From an optimization exercise on the open Yosys and OpenROAD flow, aimed at small area, a short achievable clock period and few clock cycles per item; shortcuts taken in it are not production practice. In this exercise RTL edits were held to simulation tests only and were not proved equivalent to the original. Power figures rest on the tool's default switching activity, not on a simulated workload.

### flow/design.v
`default_nettype none
package srtfo_pkg;
   localparam int MaxSections = 16;
   localparam int IndexWidth  = 4;
   localparam int CountWidth  = 5;
   localparam int DataWidth   = 32;
   localparam int CsrIdxWidth = 4;
   typedef enum logic {
      OP_WRITE     = 1'b0,
      OP_TRANSLATE = 1'b1
   } op_type;
   typedef enum logic [CsrIdxWidth-1:0] {
      CSR_ENTRY_COUNT = 4'd0,
      CSR_IMAGE_BASE  = 4'd1
   } csr_index_type;
endpackage
`default_nettype wire
`default_nettype none
import srtfo_pkg::*;
module section_rva_to_file_offset (
   input  wire logic                                 clock,
   input  wire logic                                 reset,
   input  wire logic                                 start,
   output logic                                      busy,
   input  wire logic                                 req_op,
   input  wire logic [srtfo_pkg::IndexWidth-1:0]     req_entry_index,
   input  wire logic [srtfo_pkg::DataWidth-1:0]      req_entry_start,
   input  wire logic [srtfo_pkg::DataWidth-1:0]      req_entry_raw_size,
   input  wire logic [srtfo_pkg::DataWidth-1:0]      req_entry_raw_offset,
   input  wire logic [srtfo_pkg::DataWidth-1:0]      req_rel_address,
   output logic                                      rsp_strobe,
   output logic                                      rsp_found,
   output logic [srtfo_pkg::DataWidth-1:0]           rsp_file_offset,
   output logic [srtfo_pkg::DataWidth-1:0]           rsp_virtual_address,
   input  wire logic                                 csr_valid,
   output logic                                      csr_ready,
   input  wire logic [srtfo_pkg::CsrIdxWidth-1:0]    csr_index,
   input  wire logic [srtfo_pkg::DataWidth-1:0]      csr_data
);
   logic                    accept;
   logic                    tbl_we;
   logic [CountWidth-1:0]   count_ff, count_in;
   logic [DataWidth-1:0]    base_ff, base_in;
   logic [DataWidth-1:0]    start_ff [MaxSections];
   logic [DataWidth-1:0]    end_ff   [MaxSections];
   logic [DataWidth-1:0]    bias_ff  [MaxSections];
   logic [DataWidth-1:0]    start_in, end_in, bias_in;
   logic                    bw_valid_ff, bw_valid_in;
   logic [IndexWidth-1:0]   bw_slot_ff, bw_slot_in;
   logic [DataWidth-1:0]    bw_bias_ff, bw_bias_in;
   logic                    a_valid_ff, a_valid_in;
   logic [DataWidth-1:0]    a_addr_ff, a_addr_in;
   logic                    b_valid_ff, b_valid_in;
   logic [DataWidth-1:0]    b_addr_ff, b_addr_in;
   logic [MaxSections-1:0]  b_hit_ff, b_hit_in;
   logic                    c_valid_ff, c_valid_in;
   logic [DataWidth-1:0]    c_addr_ff, c_addr_in;
   logic                    c_found_ff, c_found_in;
   logic [DataWidth-1:0]    c_bias_ff, c_bias_in;
   logic [MaxSections-1:0]  c_sel_ff, c_sel_in;
   logic                    out_strobe_ff, out_strobe_in;
   logic                    out_found_ff, out_found_in;
   logic [DataWidth-1:0]    out_offset_ff, out_offset_in;
   logic [DataWidth-1:0]    out_va_ff, out_va_in;
   assign busy      = 1'b0;
   assign csr_ready = 1'b1;
   assign accept    = start && !busy;
   always_comb begin
      count_in = count_ff;
      base_in  = base_ff;
      if (csr_valid && csr_ready) begin
         unique case (csr_index)
            CSR_ENTRY_COUNT: count_in = csr_data[CountWidth-1:0];
            CSR_IMAGE_BASE:  base_in  = csr_data;
            default:         ;
         endcase
      end
   end
   always_ff @(posedge clock) begin
      if (reset) begin
         count_ff <= '0;
         base_ff  <= '0;
      end else begin
         count_ff <= count_in;
         base_ff  <= base_in;
      end
   end
   assign start_in = req_entry_start;
   assign end_in   = req_entry_start + req_entry_raw_size;
   assign bias_in  = req_entry_raw_offset - req_entry_start;
   assign tbl_we   = accept && (req_op == OP_WRITE)
                     && ({1'b0, req_entry_index} < CountWidth'(MaxSections));
   assign bw_valid_in = tbl_we;
   assign bw_slot_in  = req_entry_index;
   assign bw_bias_in  = bias_in;
   always_ff @(posedge clock) begin
      if (tbl_we) begin
         start_ff[req_entry_index] <= start_in;
         end_ff[req_entry_index]   <= end_in;
      end
      if (bw_valid_ff) begin
         bias_ff[bw_slot_ff] <= bw_bias_ff;
      end
   end
   assign a_valid_in = accept && (req_op == OP_TRANSLATE);
   assign a_addr_in  = req_rel_address;
   always_comb begin
      for (int i = 0; i < MaxSections; i++) begin
         b_hit_in[i] = (CountWidth'(i) < count_ff)
                       && (a_addr_ff != '0)
                       && (start_ff[i] <= a_addr_ff)
                       && (a_addr_ff <= end_ff[i]);
      end
   end
   assign b_valid_in = a_valid_ff;
   assign b_addr_in  = a_addr_ff;
   always_comb begin
      c_sel_in  = b_hit_ff & (~b_hit_ff + MaxSections'(1));
      c_bias_in = '0;
      for (int i = 0; i < MaxSections; i++) begin
         c_bias_in = c_bias_in | ({DataWidth{c_sel_in[i]}} & bias_ff[i]);
      end
   end
   assign c_found_in = |b_hit_ff;
   assign c_valid_in = b_valid_ff;
   assign c_addr_in  = b_addr_ff;
   assign out_strobe_in = c_valid_ff;
   assign out_found_in  = c_found_ff;
   assign out_offset_in = c_found_ff ? (c_addr_ff + c_bias_ff) : '0;
   assign out_va_in     = base_ff + c_addr_ff;
   always_ff @(posedge clock) begin
      if (reset) begin
         bw_valid_ff   <= 1'b0;
         a_valid_ff    <= 1'b0;
         b_valid_ff    <= 1'b0;
         c_valid_ff    <= 1'b0;
         out_strobe_ff <= 1'b0;
      end else begin
         bw_valid_ff   <= bw_valid_in;
         a_valid_ff    <= a_valid_in;
         b_valid_ff    <= b_valid_in;
         c_valid_ff    <= c_valid_in;
         out_strobe_ff <= out_strobe_in;
      end
   end
   always_ff @(posedge clock) begin
      bw_slot_ff    <= bw_slot_in;
      bw_bias_ff    <= bw_bias_in;
      a_addr_ff     <= a_addr_in;
      b_addr_ff     <= b_addr_in;
      b_hit_ff      <= b_hit_in;
      c_addr_ff     <= c_addr_in;
      c_found_ff    <= c_found_in;
      c_bias_ff     <= c_bias_in;
      c_sel_ff      <= c_sel_in;
      out_found_ff  <= out_found_in;
      out_offset_ff <= out_offset_in;
      out_va_ff     <= out_va_in;
   end
   assign rsp_strobe          = out_strobe_ff;
   assign rsp_found           = out_found_ff;
   assign rsp_file_offset     = out_offset_ff;
   assign rsp_virtual_address = out_va_ff;
endmodule
`default_nettype wire
### flow/run.sh
#!/bin/bash
# synth_recipe.tcl (not shown) runs the flow's synth.tcl, then flattens the netlist and writes it again
# the make line also repeats each setting of config.mk as NAME=value (left out here)
make -C /OpenROAD-flow-scripts/flow DESIGN_CONFIG=/design/flow/config.mk WORK_HOME=/design/flow/orfs CLKGATE_MAP_FILE= SYNTH_SCRIPT=/design/flow/synth_recipe.tcl finish
### flow/config.mk
export PLATFORM = sky130hd
export DESIGN_NAME = section_rva_to_file_offset
export DESIGN_NICKNAME = section_rva_to_file_offset
export VERILOG_FILES = /design/flow/design.v
export SDC_FILE = /design/flow/constraint.sdc
export NUM_CORES = 4
export LEC_CHECK = 0
export CAP_MARGIN = 20
export CORE_MARGIN = 2
export CORE_UTILIZATION = 40
export SLEW_MARGIN = 20
### flow/constraint.sdc
create_clock -name core_clock -period 5.0 [get_ports {clock}]
set_input_delay 1.0000 -clock core_clock [delete_from_list [all_inputs] [get_ports {clock}]]
set_output_delay 1.0000 -clock core_clock [all_outputs]
set_load 0.01 [all_outputs]
==> run notes <==
critical path, delay by kind of cell (launching register included):
family	cells	cell delay [ps]
AO/OA/AOI/OAI	7	1950
adder cells (fa/ha/maj)	1	380
buffers and inverters	2	510
flip-flops	1	820
AND/OR/NAND/NOR	1	160
metrics by stage:
stage	cells	hold WS [ps]	util, %	power [mW]
after floorplan	6624	310	-	19.6
after global placement	9867	313	44.0	21.5
after detailed placement	9868	313	44.0	21.6
after CTS	10200	325	47.0	35.9
after global routing	10200	331	47.1	36.9
final	10200	328	47.1	35.7
kinds of logic after synthesis:
family,count (synthesis),share of synthesized area [%]
AOI/OAI and AO/OA,1417,10.9
other,2,0.00869
DFF,1824,60.0
buffers and inverters,743,3.27
adders and majority gates,1152,16.7
xor gates and xnor gates,105,1.06
muxes,6,0.0695
and+or+nand+nor,1375,7.95
power by group:
group	internal (mW)	switching, mW
clock network	8.15	6.31
registers	17.2	0.451
logic	1.30	2.29
total	26.7	9.04
worst max-delay path by stage:
| stage | depth (start not counted) | to |
|---|---|---|
| floorplan | 3 | end_ff[8][0] |
| global placement | 13 | end_ff[6][18] |
| detailed placement | 13 | end_ff[12][18] |
| CTS | 13 | end_ff[14][18] |
| global route | 14 | end_ff[14][16] |
| finish | 11 | b_hit_ff[12] |
placed cells by master, fill, tap and decap left out, types with 231 or more instances in the layout:
master / n
a21oi_1: 400
nand2_1: 398
nand4_1: 280
clkdlybuf4s50_1: 237
a21o_1: 317
inv_1: 660
dfxtp_1: 287
nor2_1: 231
ha_1: 1148
edfxtp_1: 1536
buf_4: 233
final cells by class:
cell class,count,area (sq um),share of cell area (%)
Sequential cell,1824,51900,51.3
Timing Repair Buffer,495,4610,4.55
Antenna cell,5,12.5,0.0124
Clock inverter,119,1270,1.26
Inverter,659,2470,2.45
Multi-Input combinational cell,4057,32100,31.8
Clock buffer,235,5160,5.11
Tap cell,2838,3550,3.51
layer usage:
metal,track usage (%),vias up
met5,0,-
met4,11.2,8
met3,3.43,463
met2,37.6,2130
met1,33.6,28500
li1,-,26300
==> reports/results.md <==
- total CTS buffers: 192
- count of antenna-violating nets left after detailed routing: 0
- number of enable flip-flop cells after synthesis: 1536
- leading post-synthesis cells by instance count: 1536 x edfxtp_1, 1148 x ha_1, 658 x inv_1
- number of top-level pins: 241
- weighted congestion at the end of routability-driven global placement: 0.947
- flip-flop and latch count after synthesis: 1824
- synthesis-to-layout area growth: 16.9%
- delay of the slowest critical-path stage: 820 ps
- total via count after detailed routing: 57.4k
- dominant cell type by area after synthesis: edfxtp_1
- maximum root-to-sink buffer count: 3
- slack of the worst reg-to-reg path: 990 ps
- Non-Filler Cell Area, Final: 101000 sq um
- GRT Resource Usage Total: 24.2%
- die area: 220000 sq um
- clock transition at the registers of the reported paths: 60 ps
- Detailed Route Iter0 Violations: 5765
- die extent in y: 469 um
- Hold-fix buffers, CTS: 0
- Initial Utilization: 40.2%
- registers with the most flip-flops: bias_ff x512, end_ff x512, start_ff x512
- Static Leakage: 40.9 nW
- most used flip-flop cell after synthesis: edfxtp_1
- Mapped Nets: 7949
- area of the core: 215000 sq um
- proportion of layout cells with a drive suffix above 1: 8.59%
- number of pins exceeding their max-slew limit in the final report: 0
- Syn Std Cell Area: 86500 sq um
- total of cells resized after clock tree synthesis: 0
- total negative slack for setup checks: 0 ps
- critical hold path startpoint: b_addr_ff[11]
- Post-Syn Area per Cell: 13.1 sq um
- vias in the first global route: 55.9k
- timing startpoint of the critical path: a_addr_ff[15]
- path category of the worst min-delay check: reg -> reg
- root buffer cell: clkbuf_16
- cells along the critical path: inv_1 > buf_4 > ha_1 > a211o_1 > a21oi_1 > o21ai_0 > o211ai_1 > nand3_1 > a21oi_1 > a21oi_1 > a2111oi_0
- maximum vdd drop: 385 uV
- launching point of the worst reg2reg path: a_addr_ff[15]
- post-layout worst setup margin: 987 ps
- post-placement worst setup slack: -80.7 ps
- row count: 170
- critical path fanouts, max: 16
- Fmax achieved: 0.249 GHz
- run status: complete, no violations
- 1st-pass router iterations: 6
- Worst Reg2Reg Path Length in Cells: 11
- wire length of the first global-routing pass: 384 mm
- post-detailed-placement cell area: 94600 sq um
- Crit Reg-Reg Endpoint: b_hit_ff[12]
- CTS HTree Levels: 4
- Crit Path Class: reg -> reg
- sequential element share of the synthesized area: 60.0%
- startpoint kind of the worst setup timing path: flip-flop
- highest metal layer with signal wires: met5
- power density cells: 353 nW/um^2
- drc violations: 0
- area share of the largest cell type after synthesis: 53.3%
- horizontal die dimension: 469 um
- Critical Path AT: 4730 ps
- met3 wire length: 18.2 mm
- Clock Sink Count: 1824
- Final nets: 8554
- fin crit period: 4010 ps
- cell with the most instances after synthesis: edfxtp_1
- remaining max-slew budget at the tightest pin: 21.2%
- sink of the worst hold path: c_addr_ff[11]
- Detailed Place HPWL: 193 mm
- # port buffers: 238
- Avg Vias per Cell: 5.61
- cell count after synthesis: 6624
- Fillers: 18.9k
- hold-critical path depth: 0
- setup repair after global routing missed its margin: no
- maximum number of pins on one net before global-route repair: 66
- most frequent cell on the critical path: a21oi_1
- endpoint type of the worst setup path: flip-flop
- YS warnings: 1
- number of antenna violations at the first check in global routing: 25
- slowest cell on the critical path: dfxtp_1
- wirelength, routed: 270 mm
- endpoints failing hold: 0
- biggest area contributors in the synthesized netlist: edfxtp_1 53%, ha_1 17%, dfxtp_1 6.7%
- TritonCTS clock tree: built
- clock tree skew after final layout: 63.2 ps
- total setup buffers inserted after CTS: 0
- number of endpoints failing setup at the final stage: 0
- count of maximum capacitance violations: 0
- total met2 wirelength after detailed routing: 120 mm
- slew at the pin closest to its max-slew limit: 1180 ps
- gr ovfl total: 0
- part of the cycle the worst path needs: 80.3%
- CP required: 5720 ps
- FFs w/ async S/R, synth: 0%
- DRT met1 WL: 118 mm
- clock network latency to the later pin of the worst-skew pair: 870 ps
- number of different library cells in the post-synthesis netlist: 70
- wire length per cell after detailed routing: 26.3 um
Testbench counts, summed over its fixed seeds: cycles 14,552, items 6,717.

-- re-timing with driven ports --
Ports are ideal in the flow. The routed layout listed here was re-timed in OpenROAD. Step 1 assumes that a clkbuf_16 drives the clock port and a buf_2 every other input. Step 2 adds t to the input delays and takes it off the output delays; t is the mean of the earliest and latest rising clock arrival at the registers after step 1. Input paths then give back, and output paths get back, about the clock's delay inside the block. a / b / c = ideal ports / drivers / drivers and shift; a / b = the first two.
t (ns): 0.944
setup WS [ns]: 0.987 / 0.987 / 0.209
worst setup path after step 2: input to register
latest minus earliest clock arrival (ns): 0.079 / 0.079
After both steps setup and hold are still met in this run. For this run, drivers alone change the setup slack by 0.000 ns; drivers and shift together by -0.778 ns.
